Background: an optimization exercise with open tools, aiming at a short achievable clock period, few clock cycles per item and low power. Do not read the settings as production practice.
In this exercise RTL edits were held to simulation tests only and were not proved equivalent to the original.
Power is estimated from default activity; no workload was simulated.

[design/flow/config.mk]
export PLATFORM = sky130hd
export DESIGN_NAME = riscv_hart_top
export DESIGN_NICKNAME = riscv_hart_top
export VERILOG_FILES = /design/flow/design.v
export SDC_FILE = /design/flow/constraint.sdc
export NUM_CORES = 4
export LEC_CHECK = 0
export ABC_CLOCK_PERIOD_IN_PS = 3000
export CAP_MARGIN = 20
export CORE_MARGIN = 2
export CORE_UTILIZATION = 60
export CTS_BUF_LIST = sky130_fd_sc_hd__clkbuf_8
export CTS_CLUSTER_DIAMETER = 50
export CTS_CLUSTER_SIZE = 16
export SETUP_SLACK_MARGIN = 5
export SLEW_MARGIN = 20
[design/flow/constraint.sdc]
create_clock -name core_clock -period 9.0 [get_ports {clock_bus_i}]
set_input_delay 1.8000 -clock core_clock [delete_from_list [all_inputs] [get_ports {clock_bus_i}]]
set_output_delay 1.8000 -clock core_clock [all_outputs]
set_load 0.01 [all_outputs]
[design/flow/design.v]
package riscv_hart_pkg;
	localparam int XLEN = 32;
	localparam logic [31:0] PER_BASE = 32'h8000_0000;
	typedef enum logic [6:0] {
		OP     = 7'b0110011,
		OP_IMM = 7'b0010011,
		LUI    = 7'b0110111,
		LOAD   = 7'b0000011,
		STORE  = 7'b0100011,
		BRANCH = 7'b1100011,
		JAL    = 7'b1101111
	} opcode_e;
	typedef enum logic [3:0] {
		ALU_ADD,
		ALU_SUB,
		ALU_AND,
		ALU_OR,
		ALU_XOR,
		ALU_SLT,
		ALU_PASSB,
		ALU_EQ
	} alu_op_e;
	typedef enum logic [3:0] {
		EXC_NONE,
		EXC_ILLEGAL,
		EXC_LOAD_MISALIGN,
		EXC_STORE_MISALIGN
	} exc_e;
	typedef enum logic [2:0] {S_FETCH, S_EXEC, S_MEM, S_WB, S_HALT} core_state_e;
endpackage
`timescale 1ns/1ps
import riscv_hart_pkg::*;
module riscv_alu (
	input  logic            sub_i,    
	input  logic [3:0]      fn_i,     
	input  logic [XLEN-1:0] a_i,
	input  logic [XLEN-1:0] b_i,
	output logic [XLEN-1:0] result_o,
	output logic            equal_o
);
	logic [XLEN-1:0] sum;
	logic            less;
	assign sum     = a_i + (sub_i ? ~b_i : b_i) + {{(XLEN-1){1'b0}}, sub_i};
	assign less    = (a_i[XLEN-1] ^ b_i[XLEN-1]) ? a_i[XLEN-1] : sum[XLEN-1];
	assign equal_o = (a_i == b_i);
	always_comb begin
		case (fn_i)
			4'b0001: result_o = {{(XLEN-1){1'b0}}, less};
			4'b0010: result_o = a_i ^ b_i;
			4'b0100: result_o = a_i | b_i;
			4'b1000: result_o = a_i & b_i;
			default: result_o = sum;
		endcase
	end
endmodule
`timescale 1ns/1ps
import riscv_hart_pkg::*;
module riscv_regfile (
	input  logic            clock_bus_i,
	input  logic [4:0]      rs1_addr_i,
	input  logic [4:0]      rs2_addr_i,
	output logic [XLEN-1:0] rs1_data_o,
	output logic [XLEN-1:0] rs2_data_o,
	input  logic            rd_we_i,
	input  logic [4:0]      rd_addr_i,
	input  logic [XLEN-1:0] rd_data_i
);
	logic [XLEN-1:0] regs [1:31];
	always_ff @(posedge clock_bus_i) begin
		if (rd_we_i && rd_addr_i != 5'd0)
			regs[rd_addr_i] <= rd_data_i;
	end
	assign rs1_data_o = (rs1_addr_i == 5'd0) ? '0 : regs[rs1_addr_i];
	assign rs2_data_o = (rs2_addr_i == 5'd0) ? '0 : regs[rs2_addr_i];
endmodule
`timescale 1ns/1ps
import riscv_hart_pkg::*;
module riscv_hart_core #(
	parameter logic [XLEN-1:0] RESET_PC = 32'h0000_0000
) (
	input  logic            clock_bus_i,
	input  logic            reset_i,
	output logic            inst_req_o,
	output logic [XLEN-1:0] inst_addr_o,
	input  logic [XLEN-1:0] inst_data_i,
	input  logic            inst_done_i,
	output logic            data_mreq_o,
	output logic            data_preq_o,
	output logic            data_wren_o,
	output logic [XLEN-1:0] data_addr_o,
	output logic [XLEN-1:0] data_data_o,
	input  logic [XLEN-1:0] mem_data_i,
	input  logic            mem_done_i,
	input  logic [XLEN-1:0] per_data_i,
	output logic [XLEN-1:0] data_ref_addr_o,
	output logic [3:0]      exception_o
);
	logic            f_req;       
	logic            f_busy;      
	logic [XLEN-1:0] f_pc;        
	logic            d_valid;
	logic            d_redir;     
	logic [XLEN-1:0] ir;
	logic [XLEN-1:0] d_pc;
	logic            x_valid;
	logic [XLEN-1:0] x_a, x_b;
	logic [11:0]     x_imm;       
	logic [XLEN-1:0] x_pcx;       
	logic [4:0]      x_rd;
	logic            x_we;        
	logic            x_mem, x_st, x_br, x_pred, x_bne, x_sub;
	logic            x_misal;     
	logic [3:0]      x_fn;
	logic            m_mreq;      
	logic            m_preq;      
	logic            m_rw;
	logic            m_we;        
	logic [4:0]      m_rd;
	logic [XLEN-1:0] m_addr, m_wdata, m_pc;
	logic [3:0]      exc;
	logic            m_valid;
	assign m_valid = m_mreq | m_preq;
	logic [6:0] opc;
	logic [2:0] f3;
	logic [4:0] rs1, rs2, rd;
	assign opc = ir[6:0];
	assign f3  = ir[14:12];
	assign rs1 = ir[19:15];
	assign rs2 = ir[24:20];
	assign rd  = ir[11:7];
	logic d_op, d_opi, d_lui, d_ld, d_st, d_br, d_jal;
	assign d_op  = (opc == OP);
	assign d_opi = (opc == OP_IMM);
	assign d_lui = (opc == LUI);
	assign d_ld  = (opc == LOAD);
	assign d_st  = (opc == STORE);
	assign d_br  = (opc == BRANCH);
	assign d_jal = (opc == JAL);
	logic d_illegal;
	assign d_illegal = !((d_op && f3 != 3'b001 && f3 != 3'b011 && f3 != 3'b101) ||
	                     (d_opi && (f3 == 3'b000 || f3 == 3'b100 || f3 == 3'b110 || f3 == 3'b111)) ||
	                     d_lui || d_jal ||
	                     ((d_ld || d_st) && f3 == 3'b010) ||
	                     (d_br && f3[2:1] == 2'b00));
	logic d_use1, d_use2, d_we;
	assign d_use1 = d_op | d_opi | d_ld | d_st | d_br;
	assign d_use2 = d_op | d_st | d_br;
	assign d_we   = (d_op | d_opi | d_lui | d_ld | d_jal) && (rd != 5'd0);
	logic [XLEN-1:0] imm_i, imm_u, imm_b, imm_j;
	assign imm_i = {{20{ir[31]}}, ir[31:20]};
	assign imm_u = {ir[31:12], 12'b0};
	assign imm_b = {{19{ir[31]}}, ir[31], ir[7], ir[30:25], ir[11:8], 1'b0};
	assign imm_j = {{11{ir[31]}}, ir[31], ir[19:12], ir[20], ir[30:21], 1'b0};
	logic [XLEN-1:0] d_tgt, d_pc4;
	assign d_tgt = d_pc + (d_jal ? imm_j : imm_b);
	assign d_pc4 = d_pc + 32'd4;
	logic [XLEN-1:0] rf_a, rf_b;
	logic            rf_we;
	logic [4:0]      rf_wa;
	logic [XLEN-1:0] rf_wd;
	riscv_regfile regfile_inst (
		.clock_bus_i (clock_bus_i),
		.rs1_addr_i  (rs1),
		.rs2_addr_i  (rs2),
		.rs1_data_o  (rf_a),
		.rs2_data_o  (rf_b),
		.rd_we_i     (rf_we),
		.rd_addr_i   (rf_wa),
		.rd_data_i   (rf_wd)
	);
	logic haz;
	assign haz = (x_valid && x_we && ((d_use1 && x_rd == rs1) || (d_use2 && x_rd == rs2))) ||
	             (m_we && ((d_use1 && m_rd == rs1) || (d_use2 && m_rd == rs2)));
	logic [XLEN-1:0] alu_res;
	logic            alu_eq;
	riscv_alu alu_inst (
		.sub_i    (x_sub),
		.fn_i     (x_fn),
		.a_i      (x_a),
		.b_i      (x_b),
		.result_o (alu_res),
		.equal_o  (alu_eq)
	);
	logic [XLEN-1:0] x_addr;
	logic            x_mispred;
	assign x_addr    = x_a + {{20{x_imm[11]}}, x_imm};
	assign x_mispred = (alu_eq ^ x_bne) != x_pred;
	logic f_free, f_done;
	assign f_done = f_busy && inst_done_i;
	assign f_free = (!f_busy && !f_req) || f_done;
	logic m_free;
	assign m_free = !m_mreq;
	logic x_done_nb, x_done, x_redirect, x_handoff, x_exc_pend;
	assign x_done_nb  = x_mem ? (m_free && !x_misal) : !(x_we && m_we);    
	assign x_redirect = x_valid && x_br && x_mispred && f_free;
	assign x_done     = x_valid && (x_br ? (!x_mispred || f_free) : x_done_nb);
	assign x_handoff  = x_valid && x_mem && m_free && !x_misal;
	assign x_exc_pend = x_valid && x_mem && x_misal;
	logic x_free, d_issue, d_redir_now;
	assign x_free      = !x_valid || (!x_br && x_done_nb);
	assign d_issue     = d_valid && !d_illegal && !haz && x_free;
	assign d_redir_now = d_valid && d_redir && !d_illegal;
	logic x_wr;
	assign x_wr  = x_valid && x_we && !x_mem && !m_we;
	assign rf_we = m_we || x_wr;
	assign rf_wa = m_we ? m_rd : x_rd;
	assign rf_wd = m_we ? (m_preq ? per_data_i : mem_data_i) : alu_res;
	logic in_pred, accept, want, f_start, f_busy_n;
	assign in_pred = (inst_data_i[6:0] == JAL) || ((inst_data_i[6:0] == BRANCH) && inst_data_i[31]);
	assign accept  = f_done && (!d_valid || d_issue);
	assign f_start = f_req && !f_busy;
	assign f_busy_n = f_start || (f_busy && !inst_done_i);
	logic       exc_now;
	logic [3:0] exc_code;
	always_comb begin
		exc_now  = 1'b0;
		exc_code = EXC_NONE;
		if (!m_valid && !f_busy && !f_req && (exc == 4'd0)) begin
			if (x_exc_pend) begin
				exc_now  = 1'b1;
				exc_code = x_st ? EXC_STORE_MISALIGN : EXC_LOAD_MISALIGN;
			end else if (!x_valid && d_valid && d_illegal) begin
				exc_now  = 1'b1;
				exc_code = EXC_ILLEGAL;
			end
		end
	end
	assign want = (exc == 4'd0) && !x_exc_pend &&
	              !(d_valid && d_illegal && !x_redirect) &&
	              !(accept && in_pred && !x_redirect);
	always_ff @(posedge clock_bus_i) begin
		if (reset_i) begin
			f_req   <= 1'b0;
			f_busy  <= 1'b0;
			f_pc    <= RESET_PC;
			d_valid <= 1'b0;
			d_redir <= 1'b0;
			x_valid <= 1'b0;
			m_mreq  <= 1'b0;
			m_preq  <= 1'b0;
			m_we    <= 1'b0;
			exc     <= EXC_NONE;
		end else begin
			f_busy <= f_busy_n;
			f_req  <= f_busy_n || want;
			if (x_redirect)
				f_pc <= x_pcx;
			else if (d_redir_now)
				f_pc <= d_tgt;
			else if (accept)
				f_pc <= f_pc + 32'd4;
			if (x_redirect) begin
				d_valid <= 1'b0;
				d_redir <= 1'b0;
			end else if (accept) begin
				d_valid <= 1'b1;
				d_redir <= in_pred;
			end else begin
				if (d_issue)
					d_valid <= 1'b0;
				if (d_redir_now)
					d_redir <= 1'b0;
			end
			x_valid <= d_issue || (x_valid && !x_done);
			if (x_handoff) begin
				m_mreq <= !x_addr[31];
				m_preq <= x_addr[31];
				m_we   <= x_we;
			end else if (m_preq || (m_mreq && mem_done_i)) begin
				m_mreq <= 1'b0;
				m_preq <= 1'b0;
				m_we   <= 1'b0;
			end
			if (exc_now)
				exc <= exc_code;
		end
	end
	always_ff @(posedge clock_bus_i) begin
		if (accept) begin
			ir   <= inst_data_i;
			d_pc <= f_pc;
		end
		if (x_free) begin
			x_a    <= (d_lui || d_jal) ? '0 : rf_a;
			x_b    <= d_use2 ? rf_b : d_lui ? imm_u : d_jal ? d_pc4 : imm_i;
			x_imm  <= d_st ? {ir[31:25], ir[11:7]} : ir[31:20];
			x_pcx  <= d_br ? (ir[31] ? d_pc4 : d_tgt) : d_pc;
			x_rd   <= rd;
			x_we   <= d_we;
			x_mem  <= d_ld || d_st;
			x_st   <= d_st;
			x_br   <= d_br;
			x_pred <= ir[31];
			x_misal <= (rf_a[1:0] + (d_st ? ir[8:7] : ir[21:20])) != 2'b00;
			x_bne  <= f3[0];
			x_sub  <= d_op && (f3 == 3'b010 || (f3 == 3'b000 && ir[30]));
			x_fn   <= !(d_op || d_opi)              ? 4'b0000 :
			          (f3 == 3'b010) ? 4'b0001 :
			          (f3 == 3'b100) ? 4'b0010 :
			          (f3 == 3'b110) ? 4'b0100 :
			          (f3 == 3'b111) ? 4'b1000 : 4'b0000;
		end
		if (x_handoff) begin
			m_rw    <= x_st;
			m_rd    <= x_rd;
			m_addr  <= x_addr;
			m_wdata <= x_b;
			m_pc    <= x_pcx;
		end
	end
	assign inst_req_o      = f_req;
	assign inst_addr_o     = f_pc;
	assign data_mreq_o     = m_mreq;
	assign data_preq_o     = m_preq;
	assign data_wren_o     = m_rw;
	assign data_addr_o     = m_addr;
	assign data_data_o     = m_wdata;
	assign data_ref_addr_o = m_pc;
	assign exception_o     = exc;
endmodule
`timescale 1ns/1ps
import riscv_hart_pkg::*;
module port_switch (
	input  logic            core_mreq_i,
	input  logic            core_preq_i,
	input  logic            core_wren_i,
	input  logic [XLEN-1:0] core_addr_i,
	input  logic [XLEN-1:0] core_data_i,
	output logic            memory_req_o,
	output logic            memory_wren_o,
	output logic [XLEN-1:0] memory_addr_o,
	output logic [XLEN-1:0] memory_data_o,
	output logic            peripheral_req_o,
	output logic            peripheral_wren_o,
	output logic [XLEN-1:0] peripheral_addr_o,
	output logic [XLEN-1:0] peripheral_data_o
);
	assign memory_req_o      = core_mreq_i;
	assign memory_wren_o     = core_wren_i;
	assign memory_addr_o     = core_addr_i;
	assign memory_data_o     = core_data_i;
	assign peripheral_req_o  = core_preq_i;
	assign peripheral_wren_o = core_wren_i;
	assign peripheral_addr_o = core_addr_i;
	assign peripheral_data_o = core_data_i;
endmodule
`timescale 1ns/1ps
import riscv_hart_pkg::*;
module riscv_hart_top #(
	parameter logic [XLEN-1:0] RESET_PC = 32'h0000_0000
) (
	input  logic            clock_bus_i,
	input  logic            reset_i,
	output logic [3:0]      exception_bus_o,
	output logic [XLEN-1:0] inst_addr_o,
	output logic            mem_req0_o,
	output logic [XLEN-1:0] mem_add0_o,
	input  logic [XLEN-1:0] mem_data0_i,
	input  logic            mem_done0_i,
	output logic            mem_req1_o,
	output logic            mem_rw1_o,
	output logic [XLEN-1:0] mem_add1_o,
	output logic [XLEN-1:0] mem_data1_o,
	input  logic [XLEN-1:0] mem_data1_i,
	input  logic            mem_done1_i,
	output logic            per_req_o,
	output logic            per_rw_o,
	output logic [XLEN-1:0] per_add_o,
	output logic [XLEN-1:0] per_data_o,
	input  logic [XLEN-1:0] per_data_i
);
	logic            hart_mreq;
	logic            hart_preq;
	logic            hart_rw;
	logic [XLEN-1:0] hart_add;
	logic [XLEN-1:0] hart_wdata;
	riscv_hart_core #(
		.RESET_PC (RESET_PC)
	) hart_inst (
		.clock_bus_i     (clock_bus_i),
		.reset_i         (reset_i),
		.inst_req_o      (mem_req0_o),
		.inst_addr_o     (mem_add0_o),
		.inst_data_i     (mem_data0_i),
		.inst_done_i     (mem_done0_i),
		.data_mreq_o     (hart_mreq),
		.data_preq_o     (hart_preq),
		.data_wren_o     (hart_rw),
		.data_addr_o     (hart_add),
		.data_data_o     (hart_wdata),
		.mem_data_i      (mem_data1_i),
		.mem_done_i      (mem_done1_i),
		.per_data_i      (per_data_i),
		.data_ref_addr_o (inst_addr_o),
		.exception_o     (exception_bus_o)
	);
	port_switch peripheral_switch_inst (
		.core_mreq_i       (hart_mreq),
		.core_preq_i       (hart_preq),
		.core_wren_i       (hart_rw),
		.core_addr_i       (hart_add),
		.core_data_i       (hart_wdata),
		.memory_req_o      (mem_req1_o),
		.memory_wren_o     (mem_rw1_o),
		.memory_addr_o     (mem_add1_o),
		.memory_data_o     (mem_data1_o),
		.peripheral_req_o  (per_req_o),
		.peripheral_wren_o (per_rw_o),
		.peripheral_addr_o (per_add_o),
		.peripheral_data_o (per_data_o)
	);
endmodule
[design/flow/run.sh]
#!/bin/bash
# synth_recipe.tcl (not shown) runs the flow's synth.tcl, then flattens the netlist and writes it again
# the make line also repeats each setting of config.mk as NAME=value (left out here)
make -C /OpenROAD-flow-scripts/flow DESIGN_CONFIG=/design/flow/config.mk WORK_HOME=/design/flow/orfs CLKGATE_MAP_FILE= SYNTH_SCRIPT=/design/flow/synth_recipe.tcl finish
==> summary.txt, run 1 <==
Die
  – CORE AREA: 0.112 mm2
  – Initial Util: 0.604
  – Core Rows: 123
  – Horiz. Die Dim: 341 um
  – IO Pins: 301
  – Die height: 341 um
  – Die area: 0.116 mm2

Setup path
  – CP Capture Type: flip-flop
  – CP Buf/Inv Count: 6
  – CP max stage cell: edfxtp_1
  – Critical path start-end classification: flip-flop to flip-flop
  – Maximum fanout along the worst path: 8
  – CP Launch Type: flip-flop
  – Largest stage delay on the critical path: 460 ps
  – Top delay family on crit path: compound AO/OA/AOI/OAI gates
  – Worst path arrival time: 4650 ps
  – Required time of the worst setup path: 9620 ps
  – Cell breakdown of the critical path: buf_6 > buf_6 > buf_16 > xor2_1 > ha_1 > a21oi_2 > o21bai_1 > a211o_1 > a22oi_2 > o211ai_1 > buf_4 > a311oi_4 > xnor2_2 > nor2_1 > a21oi_2 > o31ai_4 > buf_12 > clkbuf_16

Synthesis
  – Post-synth EDFFs: 1282
  – Distinct cells, synth: 89
  – Synthesized area: 0.0680 mm2
  – Synthesized flop and latch total: 1334
  – Post-synth top flop: edfxtp_1
  – Compound-gate portion of the synthesized area: 0.0739
  – Cells after Synth: 4385
  – Seq/Total Area, Yosys: 0.581
  – Largest family of logic cells by synthesized area: multiplexers
  – Avg Cell Area, Syn: 15.5 um2
  – Adder-Cell Fraction of Synth Area: 0.0300
  – XOR/XNOR Fraction of Synth Area: 0.0245
  – Simple-gate share of the synthesized area: 0.0512
  – Syn. warnings: 3
  – Fraction of registers with async set/reset: 0
  – Post-synthesis mux area share: 0.209

Clock network
  – Clock Tree Buf Depth: 3
  – # H-tree levels: 4
  – TritonCTS buffer count: 136
  – Hold buffers post-CTS: 0
  – # clock sinks: 1334
  – CTS tree: built
  – CTS root buf: clkbuf_8
  – Clock latency on the worst-skew pair: 870 ps
  – Reg clk slew, reported paths: 100 ps

Pwr
  – PwrDens: 189 mW/mm2
  – Portion of total power attributed to sequential cells: 0.518
  – Internal Pwr Total: 10400 uW
  – Psw: 4220 uW
  – Gate power share: 0.192
  – Switching part of the total: 0.288
  – Clock share of power: 0.290
  – P_leak: 0.0260 uW
  – Maximum VDD drop: 228 uV
  – Overall power: 14700 uW

Global route
  – Gr ovfl total: 0
  – M3 GR Usage: 0.0901
  – Total Routing Usage GR: 0.363
  – Initial antenna violation count: 8
  – Met2 Usage GRT: 0.557
  – Pin count of the biggest net entering global routing: 112
  – First-pass GRT wire length: 298000 um
  – Vias in the first global route: 41700
  – Met1 usage: 0.504
  – GR peak layer: met2

Cells and area
  – Fraction of layout cells with a size suffix above 1: 0.248
  – Finished Core Util: 0.689
  – Layout area overhead: 14.1%
  – Layout Nets: 4954

Drt
  – Initial DRC count: 5946
  – Pre-antenna DRT Iters: 6
  – Via count: 44200
  – DR vias/cell: 7.01
  – DRC: 0
  – Detail Route Antenna Nets: 0
  – Total wire length: 214000 um
  – Routed length per placed instance: 33.9 um

STA
  – Final hold viol count: 0
  – Fmax achieved: 248 MHz
  – Fin. max-slew vios: 5
  – Slew HR: -0.00597
  – Unrepaired setup endpoints after global routing: yes
  – Final setup margin: 4970 ps
  – Layout Skew: 53.9 ps
  – Sum Neg Setup Slack: 0 ps
  – Hold slack: 455 ps
  – Final min period: 4030 ps
  – Endpoints failing setup: 0
  – Worst Tran Pin Value: 1500 ps
  – Period utilisation layout: 0.448

Placement
  – Post-DP HPWL: 126000 um
  – # port buffers: 298
  – Final Wtd Congestion: 0.967
  – Dpl ws: 4050 ps

Outcome
  – Outcome: complete, but fails checks
  – Violated checks: capacitance limit, slew limit

Hold path
  – Hold WC Path Type: flip-flop to flip-flop

Run
  – Max-cap violations: 1
## Yosys cell counts, drive strengths merged (26+ instances only)
cell type	instances	area, um2
nand2	166	626
inv	95	357
nor2	291	1110
nand3	68	350
mux2i	158	1580
dfxtp	52	1040
o211ai	28	210
xnor2	105	920
o21ai	115	587
nand2b	26	163
clkbuf	187	702
xor2	85	744
a22oi	31	233
a211oi	109	828
a21o	58	435
a21oi	269	1350
and3	34	213
nor3	48	240
mux4	553	12500
edfxtp	1282	38500
buf	160	981
o22ai	31	194
ha	158	1980
## flip-flops by register name, indices dropped and copies added, names as in the netlist, 2 cells and up, named ones only
register,flops
hart_inst.d_pc,32
hart_inst.f_pc,32
hart_inst.x_imm,11
hart_inst.regfile_inst.regs,992
hart_inst.x_rd,5
hart_inst.m_wdata,32
hart_inst.x_a,32
hart_inst.m_addr,32
hart_inst.exc,2
hart_inst.m_rd,5
hart_inst.ir,32
hart_inst.x_b,32
hart_inst.m_pc,32
hart_inst.x_pcx,32
hart_inst.x_fn,4
## path summary, 6_finish.rpt
check	from	endpoint	slack (ps)	cells past startpoint
worst max-delay path	hart_inst.x_sub	hart_inst.regfile_inst.regs[18][0]	4970	18
worst min-delay path	hart_inst.x_pcx[14]	hart_inst.m_pc[14]	450	0
worst min register to register	hart_inst.x_pcx[14]	hart_inst.m_pc[14]	450	0
worst max register to register	hart_inst.x_sub	hart_inst.regfile_inst.regs[18][0]	4970	18
## worst reg2reg max path, stage by stage (launching register included)
cell and delay (ps):
edfxtp_1 460, buf_6 150, buf_6 120, buf_16 140, xor2_1 160, ha_1 380
a21oi_2 170, o21bai_1 100, a211o_1 350, a22oi_2 280, o211ai_1 160, buf_4 180
a311oi_4 310, xnor2_2 160, nor2_1 80, a21oi_2 170, o31ai_4 100, buf_12 180
clkbuf_16 180
## per-stage QoR
stage / cell area (um2) / cells
after floorplan: 68100 / 4386
after global placement: 72500 / 5942
after detailed placement: 72600 / 5943
after CTS: 76200 / 6225
after global routing: 77500 / 6304
final: 77600 / 6306
## power groups by stage
stage	clock (uW)	combinational, uW	sequential [uW]
2_1_floorplan	0	1550	7640
3_3_place_gp	0	2360	7750
3_5_place_dp	0	2400	7750
4_1_cts	4290	2520	7610
5_1_grt	4520	2980	7610
6_report	4250	2810	7600
## cell usage in the layout (no fill, tap or decap), types with 11 or more instances in the layout
| cell type | Yosys | layout |
|---|---|---|
| edfxtp_1 | 1282 | 1282 |
| mux4_2 | 553 | 553 |
| clkdlybuf4s50_1 | 0 | 297 |
| nor2_1 | 287 | 260 |
| a21oi_1 | 268 | 239 |
| nand2_1 | 165 | 161 |
| mux2i_1 | 158 | 152 |
| buf_4 | 77 | 152 |
| ha_1 | 158 | 148 |
| clkbuf_8 | 0 | 142 |
| inv_1 | 94 | 107 |
| xnor2_1 | 105 | 102 |
| o21ai_0 | 110 | 99 |
| a211oi_1 | 107 | 97 |
| xor2_1 | 85 | 82 |
| nand3_1 | 66 | 65 |
| a21o_1 | 58 | 58 |
| nor3_1 | 48 | 39 |
| dfxtp_1 | 52 | 39 |
| and3_1 | 34 | 34 |
| o22ai_1 | 31 | 31 |
| a22oi_1 | 31 | 30 |
| o211ai_1 | 28 | 28 |
| nor2_4 | 1 | 28 |
| nand2b_1 | 26 | 25 |
| a21oi_2 | 1 | 23 |
| buf_12 | 0 | 22 |
| nand4_1 | 20 | 20 |
| clkinv_1 | 2 | 18 |
| o21a_1 | 19 | 18 |
| and2_1 | 17 | 17 |
| a31oi_1 | 19 | 17 |
| buf_6 | 3 | 16 |
| mux2_2 | 14 | 14 |
| clkinvlp_4 | 0 | 14 |
| clkinv_2 | 0 | 13 |
| bufinv_16 | 0 | 13 |
| inv_6 | 0 | 12 |
| nor2b_1 | 11 | 11 |
| a311oi_1 | 12 | 11 |
## area by class of cell
cell class	instances	area, um2
well taps	1500	1880
repair buffers	510	5210
flip-flops and latches	1334	39600
multi-input cells	2614	27500
diodes	5	12.5
clock inverters	105	1050
fillers	7651	34900
inverters	97	367
clock buffers	141	1940
## cell families after synthesis
family / count (synthesis)
and+or+nand+nor: 746
other: 1
muxes: 725
AOI/OAI and AO/OA: 784
DFF: 1334
adders and majority gates: 161
xor gates and xnor gates: 190
buffers and inverters: 444
## routing by layer
metal / routed length [um] / up-vias
met2: 98600 / 2940
li1: - / 18300
met4: 9990 / 8
met1: 78500 / 22500
met5: 57 / -
met3: 26700 / 524
## repair_timing
| item | 4_1_cts | 5_1_grt |
|---|---|---|
| setup endpoints to repair | 500 | 452 |
| pin swaps | 14 | 42 |
| gates resized for setup | 57 | 94 |
| gates cloned | 8 | 10 |
| buffers inserted | 28 | 66 |
Testbench counts, summed over its fixed seeds: cycles 33,204, instrs 15,403.
==> inputs of run 2 (changes only) <==
--- a/design/flow/design.v
+++ b/design/flow/design.v
@@ -41,6 +41,6 @@
 	logic [XLEN-1:0] sum;
 	logic            less;
-	assign sum     = a_i + (sub_i ? ~b_i : b_i) + {{(XLEN-1){1'b0}}, sub_i};
-	assign less    = (a_i[XLEN-1] ^ b_i[XLEN-1]) ? a_i[XLEN-1] : sum[XLEN-1];
+	assign sum     = a_i + b_i + {{(XLEN-1){1'b0}}, sub_i};
+	assign less    = (a_i[XLEN-1] == b_i[XLEN-1]) ? a_i[XLEN-1] : sum[XLEN-1];
 	assign equal_o = (a_i == b_i);
 	always_comb begin
@@ -104,7 +104,7 @@
 	logic [XLEN-1:0] d_pc;
 	logic            x_valid;
-	logic [XLEN-1:0] x_a, x_b;
+	logic [XLEN-1:0] x_a, x_b;    
 	logic [11:0]     x_imm;       
-	logic [XLEN-1:0] x_pcx;       
+	logic [XLEN-1:0] x_pc;
 	logic [4:0]      x_rd;
 	logic            x_we;        
@@ -114,11 +114,8 @@
 	logic            m_mreq;      
 	logic            m_preq;      
-	logic            m_rw;
-	logic            m_we;        
-	logic [4:0]      m_rd;
-	logic [XLEN-1:0] m_addr, m_wdata, m_pc;
+	logic [XLEN-1:0] m_addr;
 	logic [3:0]      exc;
-	logic            m_valid;
-	assign m_valid = m_mreq | m_preq;
+	logic            m_act;
+	assign m_act = m_mreq | m_preq;
 	logic [6:0] opc;
 	logic [2:0] f3;
@@ -143,8 +140,9 @@
 	                     ((d_ld || d_st) && f3 == 3'b010) ||
 	                     (d_br && f3[2:1] == 2'b00));
-	logic d_use1, d_use2, d_we;
+	logic d_use1, d_use2, d_we, d_sub;
 	assign d_use1 = d_op | d_opi | d_ld | d_st | d_br;
 	assign d_use2 = d_op | d_st | d_br;
 	assign d_we   = (d_op | d_opi | d_lui | d_ld | d_jal) && (rd != 5'd0);
+	assign d_sub  = d_op && (f3 == 3'b010 || (f3 == 3'b000 && ir[30]));
 	logic [XLEN-1:0] imm_i, imm_u, imm_b, imm_j;
 	assign imm_i = {{20{ir[31]}}, ir[31:20]};
@@ -152,10 +150,8 @@
 	assign imm_b = {{19{ir[31]}}, ir[31], ir[7], ir[30:25], ir[11:8], 1'b0};
 	assign imm_j = {{11{ir[31]}}, ir[31], ir[19:12], ir[20], ir[30:21], 1'b0};
-	logic [XLEN-1:0] d_tgt, d_pc4;
+	logic [XLEN-1:0] d_tgt;
 	assign d_tgt = d_pc + (d_jal ? imm_j : imm_b);
-	assign d_pc4 = d_pc + 32'd4;
 	logic [XLEN-1:0] rf_a, rf_b;
 	logic            rf_we;
-	logic [4:0]      rf_wa;
 	logic [XLEN-1:0] rf_wd;
 	riscv_regfile regfile_inst (
@@ -166,10 +162,9 @@
 		.rs2_data_o  (rf_b),
 		.rd_we_i     (rf_we),
-		.rd_addr_i   (rf_wa),
+		.rd_addr_i   (x_rd),
 		.rd_data_i   (rf_wd)
 	);
 	logic haz;
-	assign haz = (x_valid && x_we && ((d_use1 && x_rd == rs1) || (d_use2 && x_rd == rs2))) ||
-	             (m_we && ((d_use1 && m_rd == rs1) || (d_use2 && m_rd == rs2)));
+	assign haz = x_valid && x_we && ((d_use1 && x_rd == rs1) || (d_use2 && x_rd == rs2));
 	logic [XLEN-1:0] alu_res;
 	logic            alu_eq;
@@ -182,32 +177,30 @@
 		.equal_o  (alu_eq)
 	);
-	logic [XLEN-1:0] x_addr;
+	logic [XLEN-1:0] x_addr, x_alt;
 	logic            x_mispred;
 	assign x_addr    = x_a + {{20{x_imm[11]}}, x_imm};
+	assign x_alt     = x_pc + (x_pred ? 32'd4 : {{19{x_imm[11]}}, x_imm, 1'b0});
 	assign x_mispred = (alu_eq ^ x_bne) != x_pred;
 	logic f_free, f_done;
 	assign f_done = f_busy && inst_done_i;
 	assign f_free = (!f_busy && !f_req) || f_done;
-	logic m_free;
-	assign m_free = !m_mreq;
-	logic x_done_nb, x_done, x_redirect, x_handoff, x_exc_pend;
-	assign x_done_nb  = x_mem ? (m_free && !x_misal) : !(x_we && m_we);    
-	assign x_redirect = x_valid && x_br && x_mispred && f_free;
-	assign x_done     = x_valid && (x_br ? (!x_mispred || f_free) : x_done_nb);
-	assign x_handoff  = x_valid && x_mem && m_free && !x_misal;
-	assign x_exc_pend = x_valid && x_mem && x_misal;
+	logic m_end;
+	assign m_end = m_preq || (m_mreq && mem_done_i);
+	logic x_done_nb;
+	assign x_done_nb = x_mem ? m_end : 1'b1;
+	logic x_redirect, x_start_ref, x_exc_pend;
+	assign x_redirect  = x_valid && x_br && x_mispred && f_free;
+	assign x_start_ref = x_valid && x_mem && !m_act && !x_misal;
+	assign x_exc_pend  = x_valid && x_mem && x_misal;
 	logic x_free, d_issue, d_redir_now;
 	assign x_free      = !x_valid || (!x_br && x_done_nb);
 	assign d_issue     = d_valid && !d_illegal && !haz && x_free;
 	assign d_redir_now = d_valid && d_redir && !d_illegal;
-	logic x_wr;
-	assign x_wr  = x_valid && x_we && !x_mem && !m_we;
-	assign rf_we = m_we || x_wr;
-	assign rf_wa = m_we ? m_rd : x_rd;
-	assign rf_wd = m_we ? (m_preq ? per_data_i : mem_data_i) : alu_res;
+	assign rf_we = x_valid && x_we && (x_mem ? m_act : 1'b1);
+	assign rf_wd = x_mem ? (m_preq ? per_data_i : mem_data_i) : alu_res;
 	logic in_pred, accept, want, f_start, f_busy_n;
-	assign in_pred = (inst_data_i[6:0] == JAL) || ((inst_data_i[6:0] == BRANCH) && inst_data_i[31]);
-	assign accept  = f_done && (!d_valid || d_issue);
-	assign f_start = f_req && !f_busy;
+	assign in_pred  = (inst_data_i[6:0] == JAL) || ((inst_data_i[6:0] == BRANCH) && inst_data_i[31]);
+	assign accept   = f_done && (!d_valid || d_issue);
+	assign f_start  = f_req && !f_busy;
 	assign f_busy_n = f_start || (f_busy && !inst_done_i);
 	logic       exc_now;
@@ -216,5 +209,5 @@
 		exc_now  = 1'b0;
 		exc_code = EXC_NONE;
-		if (!m_valid && !f_busy && !f_req && (exc == 4'd0)) begin
+		if (!m_act && !f_busy && !f_req && (exc == 4'd0)) begin
 			if (x_exc_pend) begin
 				exc_now  = 1'b1;
@@ -239,5 +232,4 @@
 			m_mreq  <= 1'b0;
 			m_preq  <= 1'b0;
-			m_we    <= 1'b0;
 			exc     <= EXC_NONE;
 		end else begin
@@ -245,5 +237,5 @@
 			f_req  <= f_busy_n || want;
 			if (x_redirect)
-				f_pc <= x_pcx;
+				f_pc <= x_alt;
 			else if (d_redir_now)
 				f_pc <= d_tgt;
@@ -262,13 +254,14 @@
 					d_redir <= 1'b0;
 			end
-			x_valid <= d_issue || (x_valid && !x_done);
-			if (x_handoff) begin
+			if (x_free)
+				x_valid <= d_issue;
+			else if (x_redirect || (x_br && !x_mispred))
+				x_valid <= 1'b0;
+			if (x_start_ref) begin
 				m_mreq <= !x_addr[31];
 				m_preq <= x_addr[31];
-				m_we   <= x_we;
-			end else if (m_preq || (m_mreq && mem_done_i)) begin
+			end else if (m_end) begin
 				m_mreq <= 1'b0;
 				m_preq <= 1'b0;
-				m_we   <= 1'b0;
 			end
 			if (exc_now)
@@ -282,30 +275,25 @@
 		end
 		if (x_free) begin
-			x_a    <= (d_lui || d_jal) ? '0 : rf_a;
-			x_b    <= d_use2 ? rf_b : d_lui ? imm_u : d_jal ? d_pc4 : imm_i;
-			x_imm  <= d_st ? {ir[31:25], ir[11:7]} : ir[31:20];
-			x_pcx  <= d_br ? (ir[31] ? d_pc4 : d_tgt) : d_pc;
-			x_rd   <= rd;
-			x_we   <= d_we;
-			x_mem  <= d_ld || d_st;
-			x_st   <= d_st;
-			x_br   <= d_br;
-			x_pred <= ir[31];
+			x_a     <= d_jal ? d_pc : d_lui ? '0 : rf_a;
+			x_b     <= d_use2 ? (d_sub ? ~rf_b : rf_b) : d_lui ? imm_u : d_jal ? 32'd4 : imm_i;
+			x_imm   <= d_st ? {ir[31:25], ir[11:7]} : d_br ? {ir[31], ir[7], ir[30:25], ir[11:8]} : ir[31:20];
+			x_pc    <= d_pc;
+			x_rd    <= rd;
+			x_we    <= d_we;
+			x_mem   <= d_ld || d_st;
+			x_st    <= d_st;
+			x_br    <= d_br;
+			x_pred  <= ir[31];
+			x_bne   <= f3[0];
+			x_sub   <= d_sub;
 			x_misal <= (rf_a[1:0] + (d_st ? ir[8:7] : ir[21:20])) != 2'b00;
-			x_bne  <= f3[0];
-			x_sub  <= d_op && (f3 == 3'b010 || (f3 == 3'b000 && ir[30]));
-			x_fn   <= !(d_op || d_opi)              ? 4'b0000 :
-			          (f3 == 3'b010) ? 4'b0001 :
-			          (f3 == 3'b100) ? 4'b0010 :
-			          (f3 == 3'b110) ? 4'b0100 :
-			          (f3 == 3'b111) ? 4'b1000 : 4'b0000;
-		end
-		if (x_handoff) begin
-			m_rw    <= x_st;
-			m_rd    <= x_rd;
-			m_addr  <= x_addr;
-			m_wdata <= x_b;
-			m_pc    <= x_pcx;
+			x_fn    <= !(d_op || d_opi)  ? 4'b0000 :
+			           (f3 == 3'b010) ? 4'b0001 :
+			           (f3 == 3'b100) ? 4'b0010 :
+			           (f3 == 3'b110) ? 4'b0100 :
+			           (f3 == 3'b111) ? 4'b1000 : 4'b0000;
 		end
+		if (x_start_ref)
+			m_addr <= x_addr;
 	end
 	assign inst_req_o      = f_req;
@@ -313,8 +301,8 @@
 	assign data_mreq_o     = m_mreq;
 	assign data_preq_o     = m_preq;
-	assign data_wren_o     = m_rw;
+	assign data_wren_o     = x_st;
 	assign data_addr_o     = m_addr;
-	assign data_data_o     = m_wdata;
-	assign data_ref_addr_o = m_pc;
+	assign data_data_o     = x_b;
+	assign data_ref_addr_o = x_pc;
 	assign exception_o     = exc;
 endmodule
--- a/design/flow/config.mk
+++ b/design/flow/config.mk
@@ -9,8 +9,5 @@
 export CAP_MARGIN = 20
 export CORE_MARGIN = 2
-export CORE_UTILIZATION = 60
-export CTS_BUF_LIST = sky130_fd_sc_hd__clkbuf_8
-export CTS_CLUSTER_DIAMETER = 50
-export CTS_CLUSTER_SIZE = 16
+export CORE_UTILIZATION = 40
 export SETUP_SLACK_MARGIN = 5
 export SLEW_MARGIN = 20
==> run 2 against run 1 <==
  * Now clean on timing, DRC and antenna
  * Clock power is 27% higher
  * Sequential share of layout area is 1.6 points lower
  * Critical path depth is 17 lower
  * Fmax is 1.2% higher
  * Die area is 43% higher
  * Register-to-register slack better by 60 ps
  * Utilization is 22 points lower
  * Power is 11% higher
  * Via count is 6.5% lower
  * Largest power group unchanged
  * Highest routed layer unchanged
==> summary.txt, run 2 <==
Outcome
  – Outcome: finished clean (was complete, but fails checks)

STA
  – Slew HR: 0.179 (was -0.00597)
  – Final hold viol count: 0 (unchanged)
  – Final setup margin: 5020 ps (was 4970 ps)
  – Fmax achieved: 251 MHz (was 248 MHz)
  – Unrepaired setup endpoints after global routing: yes (unchanged)
  – Period utilisation layout: 0.442 (was 0.448)
  – Worst Tran Pin Value: 1220 ps (was 1500 ps)
  – Layout Skew: 28.9 ps (was 53.9 ps)
  – Final min period: 3980 ps (was 4030 ps)
  – Fin. max-slew vios: 0 (was 5)
  – Endpoints failing setup: 0 (unchanged)
  – Sum Neg Setup Slack: 0 ps (unchanged)

Synthesis
  – Avg Cell Area, Syn: 15.9 um2 (was 15.5 um2)
  – Distinct cells, synth: 89 (unchanged)
  – Post-synth top cells: edfxtp_1 (1212), mux4_2 (576), nor2_1 (241), a21oi_1 (205), nand2_1 (188) (was edfxtp_1 (1282), mux4_2 (553), nor2_1 (287), a21oi_1 (268), clkbuf_1 (187))
  – Post-synth top flop: edfxtp_1 (unchanged)
  – Synthesized area: 0.0649 mm2 (was 0.0680 mm2)
  – Yosys top cell by area: edfxtp_1 (unchanged)
  – Post-synth EDFFs: 1212 (was 1282)
  – Fraction of registers with async set/reset: 0 (unchanged)
  – Seq/Total Area, Yosys: 0.577 (was 0.581)
  – Synth top area share: 0.561 (was 0.566)
  – Cells after Synth: 4091 (was 4385)
  – Syn. warnings: 3 (unchanged)
  – Synth top area cells: edfxtp_1 (56%), mux4_2 (20%), ha_1 (2.7%) (was edfxtp_1 (57%), mux4_2 (18%), ha_1 (2.9%))
  – Most common cell in the synthesized netlist: edfxtp_1 (unchanged)
  – Synthesized flop and latch total: 1263 (was 1334)

Die
  – Initial Util: 0.403 (was 0.604)
  – IO Pins: 301 (unchanged)
  – CORE AREA: 0.161 mm2 (was 0.112 mm2)
  – Die height: 407 um (was 341 um)
  – Horiz. Die Dim: 407 um (was 341 um)
  – Core Rows: 147 (was 123)
  – Die area: 0.165 mm2 (was 0.116 mm2)

Setup path
  – Reg2reg path depth: 14 (was 18)
  – Setup crit start: hart_inst.x_b[12] (was hart_inst.x_sub)
  – CP Capture Type: output pin (was flip-flop)
  – Reg2reg end: hart_inst.f_pc[24] (was hart_inst.regfile_inst.regs[18][0])
  – Required time of the worst setup path: 7200 ps (was 9620 ps)
  – Critical path start-end classification: flip-flop to output pin (was flip-flop to flip-flop)
  – CP Launch Type: flip-flop (unchanged)
  – Reg-to-reg startpoint: hart_inst.ir[5] (was hart_inst.x_sub)
  – Worst path arrival time: 2180 ps (was 4650 ps)
  – Largest stage delay on the critical path: 840 ps (was 460 ps)
  – Worst path depth: 1 (was 18)
  – Maximum fanout along the worst path: 4 (was 8)
  – Cell breakdown of the critical path: clkdlybuf4s50_1 (was buf_6 > buf_6 > buf_16 > xor2_1 > ha_1 > a21oi_2 > o21bai_1 > a211o_1 > a22oi_2 > o211ai_1 > buf_4 > a311oi_4 > xnor2_2 > nor2_1 > a21oi_2 > o31ai_4 > buf_12 > clkbuf_16)
  – Reg2Reg Setup Slack: 5030 ps (was 4970 ps)
  – CP Buf/Inv Count: 1 (was 6)
  – CP max stage cell: clkdlybuf4s50_1 (was edfxtp_1)
  – Top delay family on crit path: buffers and inverters (was compound AO/OA/AOI/OAI gates)

Global route
  – First-pass GRT wire length: 303000 um (was 298000 um)
  – Vias in the first global route: 40000 (was 41700)
  – Initial antenna violation count: 11 (was 8)
  – Gr ovfl total: 0 (unchanged)
  – Pin count of the biggest net entering global routing: 134 (was 112)
  – Total Routing Usage GR: 0.261 (was 0.363)

Clock network
  – CTS root buf: clkbuf_16 (was clkbuf_8)
  – # H-tree levels: 4 (unchanged)
  – Clock latency on the worst-skew pair: 780 ps (was 870 ps)
  – Clock Tree Buf Depth: 3 (unchanged)
  – Reg clk slew, reported paths: 60 ps (was 100 ps)
  – TritonCTS buffer count: 130 (was 136)
  – # clock sinks: 1263 (was 1334)
  – CTS tree: built (unchanged)

Cells and area
  – Fin area: 0.0757 mm2 (was 0.0776 mm2)
  – Largest Register: hart_inst.regfile_inst.regs (unchanged)
  – Finished Core Util: 0.471 (was 0.689)
  – Most frequent cells in the layout: edfxtp_1 (1212), mux4_2 (576), clkdlybuf4s50_1 (298) (was edfxtp_1 (1282), mux4_2 (553), clkdlybuf4s50_1 (297))
  – Most common cell after layout, fill and taps aside: edfxtp_1 (unchanged)
  – Layout Nets: 4603 (was 4954)
  – Layout area overhead: 16.7% (was 14.1%)
  – Max FFs per register: 992 (unchanged)
  – Fraction of layout cells with a size suffix above 1: 0.247 (was 0.248)

Pwr
  – Overall power: 16300 uW (was 14700 uW)
  – Maximum VDD drop: 206 uV (was 228 uV)
  – PwrDens: 215 mW/mm2 (was 189 mW/mm2)
  – P_leak: 0.0252 uW (was 0.0260 uW)

Drt
  – Routed length per placed instance: 32.9 um (was 33.9 um)
  – DRC: 0 (unchanged)
  – DR vias/cell: 6.24 (was 7.01)
  – Total wire length: 218000 um (was 214000 um)
  – Via count: 41300 (was 44200)
  – Pre-antenna DRT Iters: 6 (unchanged)
  – Initial DRC count: 4959 (was 5946)
  – Detail Route Antenna Nets: 0 (unchanged)

Hold path
  – HP Start: hart_inst.f_pc[0] (was hart_inst.x_pcx[14])
  – Hold WC Path Type: flip-flop to flip-flop (unchanged)
  – Hold Path Stages: 0 (unchanged)
  – Worst Hold Path EP: hart_inst.d_pc[0] (was hart_inst.m_pc[14])

Placement
  – # port buffers: 298 (unchanged)
  – Final Wtd Congestion: 0.963 (was 0.967)
  – Post-DP HPWL: 134000 um (was 126000 um)
  – Post-placement cell area: 0.0704 mm2 (was 0.0726 mm2)
  – Dpl ws: 3790 ps (was 4050 ps)

Run
  – Max-cap violations: 0 (was 1)
-- run 2: cell types whose count changed after synthesis, sizes merged, moves of 22 or more --
| cell | delta |
|---|---|
| edfxtp | -70 |
| a21oi | -62 |
| a211oi | -58 |
| nor2 | -49 |
| clkbuf | -35 |
| nand3 | -27 |
| mux4 | +23 |
| o22ai | -23 |
| nand2 | +22 |
-- run 2: how the worst max path moves through the flow --
| stage | end | slack, ps |
|---|---|---|
| 2_1_floorplan | hart_inst.f_pc[28] | 3420 |
| 3_3_place_gp | hart_inst.f_req | 3900 |
| 3_5_place_dp | hart_inst.f_req | 3790 |
| 4_1_cts | hart_inst.f_pc[24] | 4860 |
| 5_1_grt | hart_inst.f_pc[24] | 4880 |
| 6_report | per_data_o[12] | 5020 |
-- run 2: cells by family (layout without fill, tap and decap cells) --
family          count (synthesis)  in the layout  share of synthesized area
xor+xnor                      164            164                     0.0221
buf+inv                       429            792                     0.0304
flops                        1263           1263                      0.577
fa+ha+maj                     144            144                     0.0285
compound gates                641            648                     0.0646
mux                           753            753                      0.227
simple gates                  696            696                     0.0504
other cells                     1              8                  0.0000578
-- run 2: area by class of cell --
cell class | count | area, um2
inverter | 97 | 365
tap | 2160 | 2700
clock buffer | 157 | 3430
timing repair buffer | 460 | 4560
fill | 13700 | 85200
antenna | 6 | 15.0
clock inverter | 78 | 763
multi-input combinational | 2407 | 26500
sequential | 1263 | 37500
-- run 2: report_power, final --
part	switching [uW]	internal [uW]	leakage (uW)
registers	224	7240	0.0116
clock network	2340	3080	0.00205
logic	2080	1330	0.0116
-- run 2: repair_timing --
item,CTS,global route
buffers inserted,20,30
pin swaps,15,16
setup endpoints to repair,549,681
gates cloned,9,2
hold buffers,0,0
gates resized for setup,64,27
-- run 2: layer usage --
| metal | track usage | up-vias | wire length (um) |
|---|---|---|---|
| met5 | 0 | - | 48 |
| met4 | 0.107 | 6 | 9300 |
| met3 | 0.0460 | 434 | 21300 |
| met2 | 0.421 | 2308 | 104000 |
| met1 | 0.350 | 21500 | 83800 |
| li1 | - | 17100 | - |
-- run 2: stage by stage --
step                      hold WS [ps]  instances
after floorplan                    450       4092
after global placement             462       6326
after detailed placement           462       6326
after CTS                          477       6590
after global routing               504       6623
final                              473       6628
Testbench counts of run 2, summed over its fixed seeds: cycles 33,902, instrs 15,403.
==> inputs of run 3 (changes only) <==
--- a/design/flow/design.v
+++ b/design/flow/design.v
@@ -100,5 +100,5 @@
 	logic [XLEN-1:0] f_pc;        
 	logic            d_valid;
-	logic            d_redir;     
+	logic            d_pred;      
 	logic [XLEN-1:0] ir;
 	logic [XLEN-1:0] d_pc;
@@ -114,8 +114,11 @@
 	logic            m_mreq;      
 	logic            m_preq;      
-	logic [XLEN-1:0] m_addr;
+	logic            m_rw;
+	logic            m_we;        
+	logic [4:0]      m_rd;
+	logic [XLEN-1:0] m_addr, m_wdata, m_pc;
 	logic [3:0]      exc;
-	logic            m_act;
-	assign m_act = m_mreq | m_preq;
+	logic            m_valid;
+	assign m_valid = m_mreq | m_preq;
 	logic [6:0] opc;
 	logic [2:0] f3;
@@ -145,13 +148,10 @@
 	assign d_we   = (d_op | d_opi | d_lui | d_ld | d_jal) && (rd != 5'd0);
 	assign d_sub  = d_op && (f3 == 3'b010 || (f3 == 3'b000 && ir[30]));
-	logic [XLEN-1:0] imm_i, imm_u, imm_b, imm_j;
+	logic [XLEN-1:0] imm_i, imm_u;
 	assign imm_i = {{20{ir[31]}}, ir[31:20]};
 	assign imm_u = {ir[31:12], 12'b0};
-	assign imm_b = {{19{ir[31]}}, ir[31], ir[7], ir[30:25], ir[11:8], 1'b0};
-	assign imm_j = {{11{ir[31]}}, ir[31], ir[19:12], ir[20], ir[30:21], 1'b0};
-	logic [XLEN-1:0] d_tgt;
-	assign d_tgt = d_pc + (d_jal ? imm_j : imm_b);
 	logic [XLEN-1:0] rf_a, rf_b;
 	logic            rf_we;
+	logic [4:0]      rf_wa;
 	logic [XLEN-1:0] rf_wd;
 	riscv_regfile regfile_inst (
@@ -162,9 +162,10 @@
 		.rs2_data_o  (rf_b),
 		.rd_we_i     (rf_we),
-		.rd_addr_i   (x_rd),
+		.rd_addr_i   (rf_wa),
 		.rd_data_i   (rf_wd)
 	);
 	logic haz;
-	assign haz = x_valid && x_we && ((d_use1 && x_rd == rs1) || (d_use2 && x_rd == rs2));
+	assign haz = (x_valid && x_we && ((d_use1 && x_rd == rs1) || (d_use2 && x_rd == rs2))) ||
+	             (m_we && ((d_use1 && m_rd == rs1) || (d_use2 && m_rd == rs2)));
 	logic [XLEN-1:0] alu_res;
 	logic            alu_eq;
@@ -185,20 +186,61 @@
 	assign f_done = f_busy && inst_done_i;
 	assign f_free = (!f_busy && !f_req) || f_done;
-	logic m_end;
-	assign m_end = m_preq || (m_mreq && mem_done_i);
-	logic x_done_nb;
-	assign x_done_nb = x_mem ? m_end : 1'b1;
-	logic x_redirect, x_start_ref, x_exc_pend;
-	assign x_redirect  = x_valid && x_br && x_mispred && f_free;
-	assign x_start_ref = x_valid && x_mem && !m_act && !x_misal;
-	assign x_exc_pend  = x_valid && x_mem && x_misal;
-	logic x_free, d_issue, d_redir_now;
-	assign x_free      = !x_valid || (!x_br && x_done_nb);
-	assign d_issue     = d_valid && !d_illegal && !haz && x_free;
-	assign d_redir_now = d_valid && d_redir && !d_illegal;
-	assign rf_we = x_valid && x_we && (x_mem ? m_act : 1'b1);
-	assign rf_wd = x_mem ? (m_preq ? per_data_i : mem_data_i) : alu_res;
-	logic in_pred, accept, want, f_start, f_busy_n;
-	assign in_pred  = (inst_data_i[6:0] == JAL) || ((inst_data_i[6:0] == BRANCH) && inst_data_i[31]);
+	logic m_free;
+	assign m_free = !m_mreq;
+	logic x_done_nb, x_redirect, x_handoff, x_exc_pend;
+	assign x_done_nb  = x_mem ? (m_free && !x_misal) : !(x_we && m_we);    
+	assign x_redirect = x_valid && x_br && x_mispred && f_free;
+	assign x_handoff  = x_valid && x_mem && m_free && !x_misal;
+	assign x_exc_pend = x_valid && x_mem && x_misal;
+	logic x_free, d_issue;
+	assign x_free  = !x_valid || (!x_br && x_done_nb);
+	assign d_issue = d_valid && !d_illegal && !haz && x_free;
+	logic x_wr;
+	assign x_wr  = x_valid && x_we && !x_mem && !m_we;
+	assign rf_we = m_we || x_wr;
+	assign rf_wa = m_we ? m_rd : x_rd;
+	assign rf_wd = m_we ? (m_preq ? per_data_i : mem_data_i) : alu_res;
+	logic            in_jal, in_pred, in_sign;
+	logic [13:0]     in_lo_b;     
+	logic [21:0]     in_lo_j;     
+	logic [18:0]     hi_b, hi_b_inc, hi_b_dec;
+	logic [10:0]     hi_j, hi_j_inc, hi_j_dec;
+	logic [XLEN-1:0] tgt_b, tgt_j, in_tgt;
+	assign in_jal  = (inst_data_i[6:0] == JAL);
+	assign in_pred = in_jal || ((inst_data_i[6:0] == BRANCH) && (inst_data_i[31] || inst_data_i[12]));
+	assign in_sign = inst_data_i[31];
+	assign in_lo_b = {1'b0, f_pc[12:0]} +
+	                 {1'b0, inst_data_i[31], inst_data_i[7], inst_data_i[30:25], inst_data_i[11:8], 1'b0};
+	logic [13:0] in_lo_j13;
+	logic [8:0]  in_mid_j0, in_mid_j1;
+	assign in_lo_j13 = {1'b0, f_pc[12:0]} + {1'b0, inst_data_i[20], inst_data_i[30:21], 1'b0};
+	assign in_mid_j0 = {1'b0, f_pc[20:13]} + {1'b0, inst_data_i[31], inst_data_i[19:13]};
+	assign in_mid_j1 = {1'b0, f_pc[20:13]} + {1'b0, inst_data_i[31], inst_data_i[19:13]} + 9'd1;
+	assign in_lo_j   = {in_lo_j13[13] ? in_mid_j1 : in_mid_j0, in_lo_j13[12:0]};
+	always_comb begin
+		logic c, b;
+		hi_b = f_pc[31:13];
+		c = 1'b1;
+		b = 1'b1;
+		for (int i = 0; i < 19; i++) begin
+			hi_b_inc[i] = hi_b[i] ^ c;
+			hi_b_dec[i] = hi_b[i] ^ b;
+			c = c & hi_b[i];
+			b = b & !hi_b[i];
+		end
+		hi_j = f_pc[31:21];
+		c = 1'b1;
+		b = 1'b1;
+		for (int i = 0; i < 11; i++) begin
+			hi_j_inc[i] = hi_j[i] ^ c;
+			hi_j_dec[i] = hi_j[i] ^ b;
+			c = c & hi_j[i];
+			b = b & !hi_j[i];
+		end
+	end
+	assign tgt_b = {(in_lo_b[13] == in_sign) ? hi_b : in_lo_b[13] ? hi_b_inc : hi_b_dec, in_lo_b[12:0]};
+	assign tgt_j = {(in_lo_j[21] == in_sign) ? hi_j : in_lo_j[21] ? hi_j_inc : hi_j_dec, in_lo_j[20:0]};
+	assign in_tgt = in_jal ? tgt_j : tgt_b;
+	logic accept, want, f_start, f_busy_n;
 	assign accept   = f_done && (!d_valid || d_issue);
 	assign f_start  = f_req && !f_busy;
@@ -209,5 +251,5 @@
 		exc_now  = 1'b0;
 		exc_code = EXC_NONE;
-		if (!m_act && !f_busy && !f_req && (exc == 4'd0)) begin
+		if (!m_valid && !f_busy && !f_req && (exc == 4'd0)) begin
 			if (x_exc_pend) begin
 				exc_now  = 1'b1;
@@ -219,7 +261,5 @@
 		end
 	end
-	assign want = (exc == 4'd0) && !x_exc_pend &&
-	              !(d_valid && d_illegal && !x_redirect) &&
-	              !(accept && in_pred && !x_redirect);
+	assign want = (exc == 4'd0) && !x_exc_pend && !(d_valid && d_illegal && !x_redirect);
 	always_ff @(posedge clock_bus_i) begin
 		if (reset_i) begin
@@ -228,40 +268,33 @@
 			f_pc    <= RESET_PC;
 			d_valid <= 1'b0;
-			d_redir <= 1'b0;
 			x_valid <= 1'b0;
 			m_mreq  <= 1'b0;
 			m_preq  <= 1'b0;
+			m_we    <= 1'b0;
 			exc     <= EXC_NONE;
 		end else begin
 			f_busy <= f_busy_n;
 			f_req  <= f_busy_n || want;
-			if (x_redirect)
+			if (accept && in_pred && !x_redirect)
+				f_pc <= in_tgt;
+			else if (x_redirect)
 				f_pc <= x_alt;
-			else if (d_redir_now)
-				f_pc <= d_tgt;
 			else if (accept)
 				f_pc <= f_pc + 32'd4;
-			if (x_redirect) begin
+			if (x_redirect)
 				d_valid <= 1'b0;
-				d_redir <= 1'b0;
-			end else if (accept) begin
+			else if (accept)
 				d_valid <= 1'b1;
-				d_redir <= in_pred;
-			end else begin
-				if (d_issue)
-					d_valid <= 1'b0;
-				if (d_redir_now)
-					d_redir <= 1'b0;
-			end
-			if (x_free)
-				x_valid <= d_issue;
-			else if (x_redirect || (x_br && !x_mispred))
-				x_valid <= 1'b0;
-			if (x_start_ref) begin
+			else if (d_issue)
+				d_valid <= 1'b0;
+			x_valid <= d_issue || (x_valid && !(x_br ? (!x_mispred || f_free) : x_done_nb));
+			if (x_handoff) begin
 				m_mreq <= !x_addr[31];
 				m_preq <= x_addr[31];
-			end else if (m_end) begin
+				m_we   <= x_we;
+			end else if (m_preq || (m_mreq && mem_done_i)) begin
 				m_mreq <= 1'b0;
 				m_preq <= 1'b0;
+				m_we   <= 1'b0;
 			end
 			if (exc_now)
@@ -271,6 +304,7 @@
 	always_ff @(posedge clock_bus_i) begin
 		if (accept) begin
-			ir   <= inst_data_i;
-			d_pc <= f_pc;
+			ir     <= inst_data_i;
+			d_pc   <= f_pc;
+			d_pred <= in_pred;
 		end
 		if (x_free) begin
@@ -284,5 +318,5 @@
 			x_st    <= d_st;
 			x_br    <= d_br;
-			x_pred  <= ir[31];
+			x_pred  <= d_pred;
 			x_bne   <= f3[0];
 			x_sub   <= d_sub;
@@ -294,6 +328,11 @@
 			           (f3 == 3'b111) ? 4'b1000 : 4'b0000;
 		end
-		if (x_start_ref)
-			m_addr <= x_addr;
+		if (x_handoff) begin
+			m_rw    <= x_st;
+			m_rd    <= x_rd;
+			m_addr  <= x_addr;
+			m_wdata <= x_b;
+			m_pc    <= x_pc;
+		end
 	end
 	assign inst_req_o      = f_req;
@@ -301,8 +340,8 @@
 	assign data_mreq_o     = m_mreq;
 	assign data_preq_o     = m_preq;
-	assign data_wren_o     = x_st;
+	assign data_wren_o     = m_rw;
 	assign data_addr_o     = m_addr;
-	assign data_data_o     = x_b;
-	assign data_ref_addr_o = x_pc;
+	assign data_data_o     = m_wdata;
+	assign data_ref_addr_o = m_pc;
 	assign exception_o     = exc;
 endmodule
--- a/design/flow/config.mk
+++ b/design/flow/config.mk
@@ -7,7 +7,10 @@
 export LEC_CHECK = 0
 export ABC_CLOCK_PERIOD_IN_PS = 3000
-export CAP_MARGIN = 20
+export CAP_MARGIN = 40
 export CORE_MARGIN = 2
-export CORE_UTILIZATION = 40
+export CORE_UTILIZATION = 55
+export CTS_BUF_LIST = sky130_fd_sc_hd__clkbuf_8
+export CTS_CLUSTER_DIAMETER = 50
+export CTS_CLUSTER_SIZE = 16
 export SETUP_SLACK_MARGIN = 5
-export SLEW_MARGIN = 20
+export SLEW_MARGIN = 40
==> run 3 against run 2 <==
  * Die area decreased by 23%
  * Area after synthesis up 5.4%
  * Global-route usage increased by 8.5 points
  * Flip-flop and latch count up 72
  * Worst hold slack worse by 17 ps
  * Non-clock buffer count is 59 higher
  * Clock power fell by 16%
==> summary.txt, run 3 <==
Outcome
  – Outcome: finished clean (unchanged)

STA
  – Worst Tran Pin Value: 909 ps (was 1220 ps)
  – Fmax achieved: 247 MHz (was 251 MHz)
  – Fin. max-slew vios: 0 (unchanged)
  – Sum Neg Setup Slack: 0 ps (unchanged)
  – Unrepaired setup endpoints after global routing: yes (unchanged)
  – Slew HR: 0.394 (was 0.179)
  – Final hold viol count: 0 (unchanged)
  – Endpoints failing setup: 0 (unchanged)
  – Period utilisation layout: 0.450 (was 0.442)
  – Final min period: 4050 ps (was 3980 ps)
  – Layout Skew: 41.9 ps (was 28.9 ps)
  – Hold slack: 455 ps (was 473 ps)

Placement
  – Post-placement cell area: 0.0741 mm2 (was 0.0704 mm2)
  – Final Wtd Congestion: 0.945 (was 0.963)
  – Post-DP HPWL: 137000 um (was 134000 um)
  – Placed insts: 6162 (was 6326)
  – # port buffers: 298 (unchanged)

Pwr
  – PwrDens: 189 mW/mm2 (was 215 mW/mm2)
  – P_leak: 0.0265 uW (was 0.0252 uW)
  – Maximum VDD drop: 178 uV (was 206 uV)

Clock network
  – # H-tree levels: 4 (unchanged)
  – CTS root buf: clkbuf_8 (was clkbuf_16)
  – # clock sinks: 1335 (was 1263)
  – Clock Tree Buf Depth: 3 (unchanged)
  – Reg clk slew, reported paths: 80 ps (was 60 ps)
  – CTS tree: built (unchanged)
  – TritonCTS buffer count: 143 (was 130)
  – Clock latency on the worst-skew pair: 920 ps (was 780 ps)

Cells and area
  – Post-route insts no fill: 6521 (was 6628)
  – Max FFs per register: 992 (unchanged)
  – Most common cell after layout, fill and taps aside: edfxtp_1 (unchanged)
  – Layout Nets: 5029 (was 4603)
  – Largest Register: hart_inst.regfile_inst.regs (unchanged)
  – Finished Core Util: 0.641 (was 0.471)
  – Layout area overhead: 15.7% (was 16.7%)
  – Most frequent cells in the layout: edfxtp_1 (1284), mux4_2 (574), clkdlybuf4s50_1 (282) (was edfxtp_1 (1212), mux4_2 (576), clkdlybuf4s50_1 (298))
  – Fin area: 0.0792 mm2 (was 0.0757 mm2)
  – Fraction of layout cells with a size suffix above 1: 0.267 (was 0.247)

Synthesis
  – Synth top area share: 0.564 (was 0.561)
  – Post-synth top cells: edfxtp_1 (1284), mux4_2 (574), a21oi_1 (269), nor2_1 (267), nand2_1 (245) (was edfxtp_1 (1212), mux4_2 (576), nor2_1 (241), a21oi_1 (205), nand2_1 (188))
  – Distinct cells, synth: 87 (was 89)
  – Adder-Cell Fraction of Synth Area: 0.0303 (was 0.0285)
  – Synthesized area: 0.0684 mm2 (was 0.0649 mm2)
  – Largest family of logic cells by synthesized area: multiplexers (unchanged)
  – Fraction of registers with async set/reset: 0 (unchanged)
  – Compound-gate portion of the synthesized area: 0.0703 (was 0.0646)
  – Post-synth top flop: edfxtp_1 (unchanged)
  – Synth top area cells: edfxtp_1 (56%), mux4_2 (19%), ha_1 (2.8%) (was edfxtp_1 (56%), mux4_2 (20%), ha_1 (2.7%))
  – Seq/Total Area, Yosys: 0.579 (was 0.577)
  – Avg Cell Area, Syn: 15.4 um2 (was 15.9 um2)
  – XOR/XNOR Fraction of Synth Area: 0.0211 (was 0.0221)
  – Synthesized flop and latch total: 1335 (was 1263)
  – Simple-gate share of the synthesized area: 0.0551 (was 0.0504)
  – Post-synth EDFFs: 1284 (was 1212)
  – Most common cell in the synthesized netlist: edfxtp_1 (unchanged)
  – Post-synthesis mux area share: 0.215 (was 0.227)
  – Yosys top cell by area: edfxtp_1 (unchanged)
  – Syn. warnings: 3 (unchanged)
  – Cells after Synth: 4439 (was 4091)

Die
  – Die height: 357 um (was 407 um)
  – Horiz. Die Dim: 357 um (was 407 um)
  – CORE AREA: 0.123 mm2 (was 0.161 mm2)
  – Initial Util: 0.554 (was 0.403)
  – Die area: 0.127 mm2 (was 0.165 mm2)
  – Core Rows: 129 (was 147)
  – IO Pins: 301 (unchanged)

Drt
  – DRT met1 WL: 83600 um (was 83800 um)
  – Routed length per placed instance: 33.8 um (was 32.9 um)
  – Initial DRC count: 5845 (was 4959)
  – Uppermost layer routed: met5 (unchanged)
  – DR vias/cell: 6.77 (was 6.24)
  – Pre-antenna DRT Iters: 6 (unchanged)
  – Detail Route Antenna Nets: 0 (unchanged)
  – DRC: 0 (unchanged)
  – Total wire length: 220000 um (was 218000 um)
  – Met2 WL post-DR: 105000 um (was 104000 um)
  – Routed wl met3: 22700 um (was 21300 um)
  – Via count: 44200 (was 41300)

Global route
  – Total Routing Usage GR: 0.346 (was 0.261)
  – Gr ovfl total: 0 (unchanged)
  – Initial antenna violation count: 5 (was 11)
  – First-pass GRT wire length: 308000 um (was 303000 um)
  – Pin count of the biggest net entering global routing: 86 (was 134)
  – Vias in the first global route: 42200 (was 40000)

Run
  – Max-cap violations: 0 (unchanged)

Setup path
  – Maximum fanout along the worst path: 8 (was 4)
  – Critical path start-end classification: input port to flip-flop (was flip-flop to output pin)
  – CP Capture Type: flip-flop (was output pin)
  – Required time of the worst setup path: 9820 ps (was 7200 ps)
  – Worst path arrival time: 4870 ps (was 2180 ps)
  – CP Launch Type: input port (was flip-flop)

Hold path
  – Hold WC Path Type: flip-flop to flip-flop (unchanged)
==> run 3: worst max-delay path: stages <==
cell and delay, ps:
clkdlybuf4s50_1 500, ha_4 330, o21ai_0 150, nor2_2 190
o21a_1 220, o2111ai_4 220, a211oi_4 250, buf_4 150
xnor3_2 280, o31ai_4 280, buf_12 170, buf_6 90
o21ai_2 40, a41oi_2 180
==> run 3: timing repair <==
| action | CTS | global route |
|---|---|---|
| setup endpoints to repair | 276 | 317 |
| pin swaps | 32 | 42 |
| resized for setup | 119 | 94 |
| hold buffers | 0 | 0 |
| endpoints found under the hold margin | 0 | 0 |
| cloned | 4 | 3 |
| buffers inserted | 52 | 38 |
==> run 3: cells by family after synthesis <==
kind of cell / count (synthesis)
DFF: 1335
and+or+nand+nor: 804
AOI/OAI and AO/OA: 762
muxes: 753
buffers and inverters: 460
xor gates and xnor gates: 163
adders and majority gates: 161
other: 1
==> run 3: through the flow <==
step                      power, uW  setup WS, ps
after global routing          15500          4860
after CTS                     14900          4920
after global placement        10200          2870
after floorplan                9180          4220
after detailed placement      10300          3070
final                         15000          4950
==> run 3: area by class of cell <==
class	instances	area, um2
Timing Repair Buffer	519	5380
Fill cell	8913	44300
Clock inverter	105	1140
Inverter	121	454
Sequential cell	1335	39600
Multi-Input combinational cell	2648	28400
Tap cell	1637	2050
Antenna cell	3	7.51
Clock buffer	153	2110
==> run 3: routing by layer <==
metal  global-route usage  vias up
met5                    0        -
met4                0.142        2
met3               0.0733      431
met2                0.549     2497
met1                0.469    22800
li1                     -    18500
==> run 3: power by group <==
group / internal [uW] / leakage [uW] / total, uW / switching (uW)
Clock: 2150 / 0.00167 / 4540 / 2390
Sequential: 7380 / 0.0122 / 7530 / 150
Combinational: 1150 / 0.0126 / 2920 / 1770
Total: 10700 / 0.0265 / 15000 / 4310
==> run 3: final timing paths <==
| check | start | end | slack [ps] | depth (start not counted) |
|---|---|---|---|---|
| setup reg to reg | hart_inst.x_b[1] | hart_inst.regfile_inst.regs[3][31] | 5010 | 19 |
| hold / removal | hart_inst.d_pc[11] | hart_inst.x_pc[11] | 460 | 0 |
| hold reg to reg | hart_inst.d_pc[11] | hart_inst.x_pc[11] | 460 | 0 |
| setup / recovery | mem_data0_i[17] | hart_inst.f_pc[29] | 4950 | 14 |
Testbench counts of run 3, summed over its fixed seeds: cycles 31,496, instrs 15,403.

==> separate check: timing with driven ports <==
In the flow no input, the clock included, has a driving cell. The finished layouts below were timed again as built, in two steps.
Step 1 sets driving cells, clkbuf_16 on the clock port and buf_2 on the other inputs (assumed; they add their load-dependent delay and slew).
Step 2, shift: input delay + t, output delay - t, t = (earliest + latest rising clock arrival at the registers) / 2. This alone moves slack from input paths to output paths.
Three values: ideal ports, drivers, drivers and shift; two values: the first two.
| run | t (ns) | slack for setup (ns) | hold WS [ns] | worst setup path at the end | worst slew at a driven data input, ns |
|---|---|---|---|---|---|
| run 1 | 0.918 | 4.968 / 4.968 / 4.309 | 0.455 / 0.455 / 0.455 | input to register | 0.07 |
| run 2 | 0.855 | 5.018 / 4.930 / 4.270 | 0.473 / 0.473 / 0.473 | input to register | 0.09 |
| run 3 | 0.978 | 4.951 / 4.968 / 4.013 | 0.455 / 0.455 / 0.455 | input to register | 0.09 |
The setup slack of run 3, which loses most, moves by +0.017 ns with the drivers and by -0.938 ns with both steps.
